Background: an optimization exercise with open tools, aiming at small area, a short achievable clock period and few clock cycles per item. Do not read the settings as production practice.
Only simulation tests tie the RTL to the original design; equivalence was not proved.
The clock port is modelled as an ideal driver; clocking choices that lean on that would not hold on a real chip.
Power figures rest on the tool's default switching activity, not on a simulated workload.

## mem_responder
module mem_responder #(
  parameter int DEPTH   = 64,
  parameter int LATENCY = 2
) (
  input  logic             clk,
  input  logic             rst,
  input  logic             req_valid,
  output logic             req_ready,
  input  logic             req_we,
  input  logic [31:0]      req_addr,
  input  logic [31:0]      req_wdata,
  output logic             resp_valid,
  input  logic             resp_ready,
  output logic [31:0]      resp_rdata,
  output logic             resp_err,
  output logic             busy
);
==> flow/config.mk <==
export PLATFORM = sky130hd
export DESIGN_NAME = mem_responder
export DESIGN_NICKNAME = mem_responder
export VERILOG_FILES = /design/flow/design.v
export SDC_FILE = /design/flow/constraint.sdc
export NUM_CORES = 4
export LEC_CHECK = 0
export CAP_MARGIN = 20
export CORE_MARGIN = 2
export CORE_UTILIZATION = 60
export CTS_BUF_LIST = sky130_fd_sc_hd__clkbuf_8
export CTS_CLUSTER_DIAMETER = 50
export CTS_CLUSTER_SIZE = 16
export SETUP_SLACK_MARGIN = 2.4
export SLEW_MARGIN = 20
export SYNTH_HIERARCHICAL = 1
export TNS_END_PERCENT = 100
==> flow/constraint.sdc <==
create_clock -name core_clock -period 5.0 [get_ports {clk}]
set_input_delay 1.0000 -clock core_clock [delete_from_list [all_inputs] [get_ports {clk}]]
set_output_delay 1.0000 -clock core_clock [all_outputs]
set_load 0.01 [all_outputs]
standard.sh (not shown) runs the stock make flow with config.mk's settings and CLKGATE_MAP_FILE= SYNTH_SCRIPT=/design/flow/synth_recipe.tcl, a recipe that flattens the netlist after the stock synthesis.
==> flow/flow/run.sh <==
#!/bin/bash
set -euo pipefail
export BUFFER_PORTS_ARGS="-buffer_cell sky130_fd_sc_hd__buf_2"
export CTS_ARGS="-sink_clustering_enable -repair_clock_nets -sink_clustering_size 16 -sink_clustering_max_diameter 50 -buf_list {sky130_fd_sc_hd__clkbuf_8 sky130_fd_sc_hd__clkbuf_16} -root_buf sky130_fd_sc_hd__clkbuf_16 -tree_buf sky130_fd_sc_hd__clkbuf_16 -sink_clustering_buffer sky130_fd_sc_hd__clkbuf_8 -dont_use_dummy_load"
bash standard.sh > standard.log 2>&1
Testbench counts at the start, summed over its fixed seeds: cycles 2,064, items 2,048.
Then changed:
SETUP_SLACK_MARGIN = 2.7   (was 2.4)
Wire length increases by 4.1%.
Via count climbs by 2.3%.
Utilization increases by 1.9 points.
Clock-buffer cell count is unchanged.
Setup slack gets better by 0.065 ns.
Global-route usage rose by 0.25 points.
Synthesized area is unchanged.

---

mem_responder, a different RTL version from the one above (not shown whole).
Size: roughly 3500 cells after synthesis, about 2200 flip-flops.
clock: 5.0 ns
lec_check: 0
cap_margin: 20
core_margin: 2
core_utilization: 60
cts_buf_list: sky130_fd_sc_hd__clkbuf_8
cts_cluster_diameter: 50
cts_cluster_size: 16
setup_slack_margin: 2.5
slew_margin: 20
synth_hierarchical: 1
tns_end_percent: 100
==> flow/flow/run.sh <==
#!/bin/bash
set -euo pipefail
export BUFFER_PORTS_ARGS="-buffer_cell sky130_fd_sc_hd__buf_2"
export CTS_ARGS="-sink_clustering_enable -repair_clock_nets -sink_clustering_size 16 -sink_clustering_max_diameter 50 -buf_list {sky130_fd_sc_hd__clkbuf_8 sky130_fd_sc_hd__clkbuf_16} -root_buf sky130_fd_sc_hd__clkbuf_16 -tree_buf sky130_fd_sc_hd__clkbuf_16 -sink_clustering_buffer sky130_fd_sc_hd__clkbuf_8 -dont_use_dummy_load"
export POST_CTS_TCL="$PWD/flow/post_cts.tcl"
export ECO_MAX_DELAY=2.2
bash standard.sh > standard.log 2>&1
==> flow/flow/post_cts.tcl <==
# Extra timing repair after CTS.
# The paths from inputs to outputs are bounded by the fixed I/O delays and
# stop repair_timing early. First over-constrain the paths that end at
# registers (a tighter limit than the clock gives) so repair works on them,
# then drop those limits and repair again against the real constraints.
log_cmd estimate_parasitics -placement
set_max_delay $::env(ECO_MAX_DELAY) -from [all_registers] -to [all_registers]
set_max_delay $::env(ECO_MAX_DELAY) -from [all_inputs] -to [all_registers]
log_cmd repair_timing -setup -setup_margin 0 -repair_tns 100 -skip_last_gasp -verbose
unset_path_exceptions -from [all_registers] -to [all_registers]
unset_path_exceptions -from [all_inputs] -to [all_registers]
log_cmd estimate_parasitics -placement
log_cmd repair_timing -setup -setup_margin [expr {[info exists ::env(SETUP_SLACK_MARGIN)] ? $::env(SETUP_SLACK_MARGIN) : 0}] -repair_tns 100 -verbose
log_cmd detailed_placement
check_placement -verbose
report_checks -path_delay max -format end -group_path_count 10
report_design_area
The baseline finished clean.
Testbench counts at the start, summed over its fixed seeds: cycles 2,064, items 2,048.
Then changed:
CORE_UTILIZATION = 68   (was 60)
Outcome: The changed run went through all stages and came out clean; setup slack got worse by 33 ps; wire length shrinks by 4.6%; utilization grows by 8.0 points; power shrinks by 0.63%; non-clock buffer count shrinks by 11; register-to-register slack got worse by 30 ps; worst hold slack improved by 26 ps.

---

The RTL this note starts from:
==> flow/design.v <==
`default_nettype none
module mem_responder #(
  parameter int DEPTH   = 64,
  parameter int LATENCY = 2
) (
  input  logic             clk,
  input  logic             rst,
  input  logic             req_valid,
  output logic             req_ready,
  input  logic             req_we,
  input  logic [31:0]      req_addr,
  input  logic [31:0]      req_wdata,
  output logic             resp_valid,
  input  logic             resp_ready,
  output logic [31:0]      resp_rdata,
  output logic             resp_err,
  output logic             busy
);
  localparam int AW = $clog2(DEPTH);
  logic [31:0]   r_mem [DEPTH];
  logic          a_v;
  logic          a_st;       
  logic          a_ld;       
  logic          a_err;
  logic [AW-1:0] a_idx;
  logic [31:0]   a_wd;
  logic          b_v;
  logic          b_ld;
  logic          b_err;
  logic [AW-1:0] b_idx;
  logic [7:0]    r_wlo;      
  logic [7:0]    r_whi;      
  logic [DEPTH-1:0] s_sel;    
  logic          s_err;      
  logic          o_v;
  logic          o_err;
  logic [31:0]   o_rd;
  logic          r_rdy;
  logic          r_busy;
  logic          w_acc;
  logic          w_ofree;
  logic          w_oload;
  logic          w_stay;
  logic          w_a2b;
  logic          w_av_n;
  logic          w_bv_n;
  logic          w_ov_n;
  logic          w_in_err;
  logic          w_in_ld;
  logic          w_in_st;
  logic [AW-1:0] w_in_idx;
  logic          w_ast_n;
  logic          w_ald_n;
  logic          w_aerr_n;
  logic [AW-1:0] w_aidx_n;
  logic          w_bld_n;
  logic          w_berr_n;
  logic [AW-1:0] w_bidx_n;
  logic          w_sld_n;
  logic          w_serr_n;
  logic [AW-1:0] w_sidx_n;
  logic          w_wr_n;
  logic          w_unused;
  assign w_acc    = req_valid & r_rdy;
  assign w_ofree  = ~o_v | resp_ready;
  assign w_oload  = w_ofree & (b_v | a_v);
  assign w_stay   = a_v & b_v;             
  assign w_a2b    = a_v & ~b_v & ~w_ofree;  
  assign w_av_n   = w_acc | w_stay;
  assign w_bv_n   = (b_v | a_v) & ~w_ofree;
  assign w_ov_n   = w_oload | (o_v & ~resp_ready);
  assign w_in_err = (req_addr[1:0] != 2'b00);
  assign w_in_ld  = ~req_we & ~w_in_err;
  assign w_in_st  = req_we & ~w_in_err;
  assign w_in_idx = req_addr[AW+1:2];
  assign w_unused = ^{req_addr[31:AW+2], LATENCY[0]};
  assign w_ast_n  = w_acc ? w_in_st  : a_st;
  assign w_ald_n  = w_acc ? w_in_ld  : a_ld;
  assign w_aerr_n = w_acc ? w_in_err : a_err;
  assign w_aidx_n = w_acc ? w_in_idx : a_idx;
  assign w_bld_n  = w_a2b ? a_ld  : b_ld;
  assign w_berr_n = w_a2b ? a_err : b_err;
  assign w_bidx_n = w_a2b ? a_idx : b_idx;
  assign w_sld_n  = w_bv_n ? w_bld_n  : (w_av_n & w_ald_n);
  assign w_serr_n = w_bv_n ? w_berr_n : w_aerr_n;
  assign w_sidx_n = w_bv_n ? w_bidx_n : w_aidx_n;
  assign w_wr_n   = w_av_n & w_ast_n & ~w_bv_n;
  always_ff @(posedge clk) begin
    if (rst) begin
      a_v    <= 1'b0;
      b_v    <= 1'b0;
      o_v    <= 1'b0;
      r_rdy  <= 1'b1;
      r_busy <= 1'b0;
    end else begin
      a_v    <= w_av_n;
      b_v    <= w_bv_n;
      o_v    <= w_ov_n;
      r_rdy  <= ~(w_av_n & w_bv_n);
      r_busy <= w_av_n | w_bv_n | w_ov_n;
    end
  end
  always_ff @(posedge clk) begin
    a_st  <= w_ast_n;
    a_ld  <= w_ald_n;
    a_err <= w_aerr_n;
    a_idx <= w_aidx_n;
    if (w_acc) a_wd <= req_wdata;
    b_ld  <= w_bld_n;
    b_err <= w_berr_n;
    b_idx <= w_bidx_n;
    s_err <= w_serr_n;
    for (int i = 0; i < 8; i++) begin
      r_wlo[i] <= w_wr_n & (w_aidx_n[2:0] == 3'(i));
      r_whi[i] <= (w_aidx_n[5:3] == 3'(i));
    end
    for (int i = 0; i < DEPTH; i++) begin
      s_sel[i] <= w_sld_n & (w_sidx_n == AW'(i));
    end
    if (w_oload) begin
      o_err <= s_err;
      o_rd  <= w_rd;
    end
  end
  always_ff @(posedge clk) begin
    for (int i = 0; i < DEPTH; i++) begin
      if (r_wlo[i % 8] && r_whi[i / 8]) r_mem[i] <= a_wd;
    end
  end
  logic [DEPTH-1:0] w_sel;
  logic [31:0]      w_rd;
  assign w_sel = s_sel;
  for (genvar b = 0; b < 32; b++) begin : g_rd
    logic [21:0] l1;    
    logic [5:0]  l2;    
    logic [2:0]  l3;    
    for (genvar k = 0; k < 21; k++) begin : g_l1
      mr_aoi222 u_aoi (
        .a0(w_sel[3*k]),   .b0(r_mem[3*k][b]),
        .a1(w_sel[3*k+1]), .b1(r_mem[3*k+1][b]),
        .a2(w_sel[3*k+2]), .b2(r_mem[3*k+2][b]),
        .y(l1[k])
      );
    end
    mr_nand2 u_last (.a(w_sel[63]), .b(r_mem[63][b]), .y(l1[21]));
    for (genvar k = 0; k < 5; k++) begin : g_l2
      mr_nand4 u_n4 (.a(l1[4*k]), .b(l1[4*k+1]), .c(l1[4*k+2]), .d(l1[4*k+3]), .y(l2[k]));
    end
    mr_nand2 u_n2 (.a(l1[20]), .b(l1[21]), .y(l2[5]));
    for (genvar k = 0; k < 3; k++) begin : g_l3
      mr_nor2 u_o (.a(l2[2*k]), .b(l2[2*k+1]), .y(l3[k]));
    end
    mr_nand3 u_f (.a(l3[0]), .b(l3[1]), .c(l3[2]), .y(w_rd[b]));
  end
  assign req_ready  = r_rdy;
  assign resp_valid = o_v;
  assign resp_rdata = o_rd;
  assign resp_err   = o_err;
  assign busy       = r_busy;
endmodule
module mr_aoi222 (
  input  logic a0, b0, a1, b1, a2, b2,
  output logic y
);
  assign y = ~((a0 & b0) | (a1 & b1) | (a2 & b2));
endmodule
module mr_nand2 (
  input  logic a, b,
  output logic y
);
  assign y = ~(a & b);
endmodule
module mr_nand4 (
  input  logic a, b, c, d,
  output logic y
);
  assign y = ~(a & b & c & d);
endmodule
module mr_nor2 (
  input  logic a, b,
  output logic y
);
  assign y = ~(a | b);
endmodule
module mr_nand3 (
  input  logic a, b, c,
  output logic y
);
  assign y = ~(a & b & c);
endmodule
`default_nettype wire
export LEC_CHECK = 0
export CAP_MARGIN = 20
export CORE_MARGIN = 2
export CORE_UTILIZATION = 60
export CTS_BUF_LIST = sky130_fd_sc_hd__clkbuf_8
export CTS_CLUSTER_DIAMETER = 50
export CTS_CLUSTER_SIZE = 16
export SETUP_SLACK_MARGIN = 2.5
export SLEW_MARGIN = 20
export SYNTH_HIERARCHICAL = 1
export TNS_END_PERCENT = 100
create_clock -name core_clock -period 5.0 [get_ports {clk}]
Scripts as last shown in full above: flow/flow/run.sh, flow/flow/post_cts.tcl
Testbench counts at the start, summed over its fixed seeds: cycles 2,064, items 2,048.
Next try:
--- a/flow/flow/run.sh
+++ b/flow/flow/run.sh
@@ -4,0 +5,2 @@
+export PRE_CTS_TCL="$PWD/flow/pre_cts.tcl"
+export OUT_FF_PULL=0.7
==> flow/flow/pre_cts.tcl (new file) <==
# Pull each flip-flop that drives an output port's buffer part of the way
# towards that buffer, so the flop's output wire is short. Detailed
# placement legalises the moved cells.
set frac $::env(OUT_FF_PULL)
set block [ord::get_db_block]
set moved 0
foreach bterm [$block getBTerms] {
  if { [$bterm getIoType] != "OUTPUT" } { continue }
  set net [$bterm getNet]
  set buf ""
  foreach it [$net getITerms] { if { [$it isOutputSignal] } { set buf [$it getInst] } }
  if { $buf == "" } { continue }
  set ff ""
  foreach it [$buf getITerms] {
    if { [$it isInputSignal] } {
      foreach it2 [[$it getNet] getITerms] { if { [$it2 isOutputSignal] } { set ff [$it2 getInst] } }
    }
  }
  if { $ff == "" } { continue }
  if { ![string match "*df*" [[$ff getMaster] getName]] } { continue }
  set fl [$ff getLocation]
  set bl [$buf getLocation]
  set nx [expr { int([lindex $fl 0] + $frac * ([lindex $bl 0] - [lindex $fl 0])) }]
  set ny [expr { int([lindex $fl 1] + $frac * ([lindex $bl 1] - [lindex $fl 1])) }]
  $ff setLocation $nx $ny
  incr moved
}
puts "pre_cts: moved $moved output flip-flops (fraction $frac)"
detailed_placement
check_placement -verbose
What happened:
- worst setup slack improved by 0.13 ns
- via count climbs by 0.61%
- flip-flop and latch count does not change
- sequential power barely changes
- clock-buffer cell count goes down by 1
Next try:
--- a/flow/flow/run.sh
+++ b/flow/flow/run.sh
@@ -6 +6 @@
-export OUT_FF_PULL=0.7
+export OUT_FF_PULL=0.85
After rerunning:
- area after synthesis stays the same
- via count barely changes
- hold slack improves by 0.0096 ns
- clock-buffer cell count is higher by 1
- cell count hardly moves
- wire length barely changes
- core utilization stays flat
- critical path depth grows by 4

separate check: timing with driven ports:
In the flow no input, the clock included, has a driving cell. The finished layouts below were timed again as built, in two steps. Step 1 assumes that a clkbuf_16 drives the clock port and a buf_2 every other input. Step 2 also shifts input and output timing later by t, the mid clock arrival at the registers, as if the neighbouring blocks saw the same clock. Slacks: no drivers / after step 1 / after step 2; pairs: no drivers / after step 1.
run | t, ns | setup WS [ns] | pins driven straight from the clock port
the first run of note 1 | 0.838 | 2.342 / 2.365 / 1.559 | 1
the second run of note 1 | 0.835 | 2.407 / 2.363 / 1.783 | 1
the first run of note 2 | 0.828 | 2.502 / 2.426 / 1.843 | 1
the second run of note 2 | 0.812 | 2.469 / 2.469 / 1.921 | 1
the first run of note 3 | 0.835 | 2.470 / 2.394 / 1.962 | 1
the second run of note 3 | 0.839 | 2.598 / 2.520 / 1.956 | 1
the third run of note 3 | 0.841 | 2.587 / 2.547 / 1.839 | 1
After both steps every run listed still meets setup and hold. For the first run of note 1, which loses most, drivers alone change the setup slack by +0.023 ns; drivers and shift together by -0.783 ns.
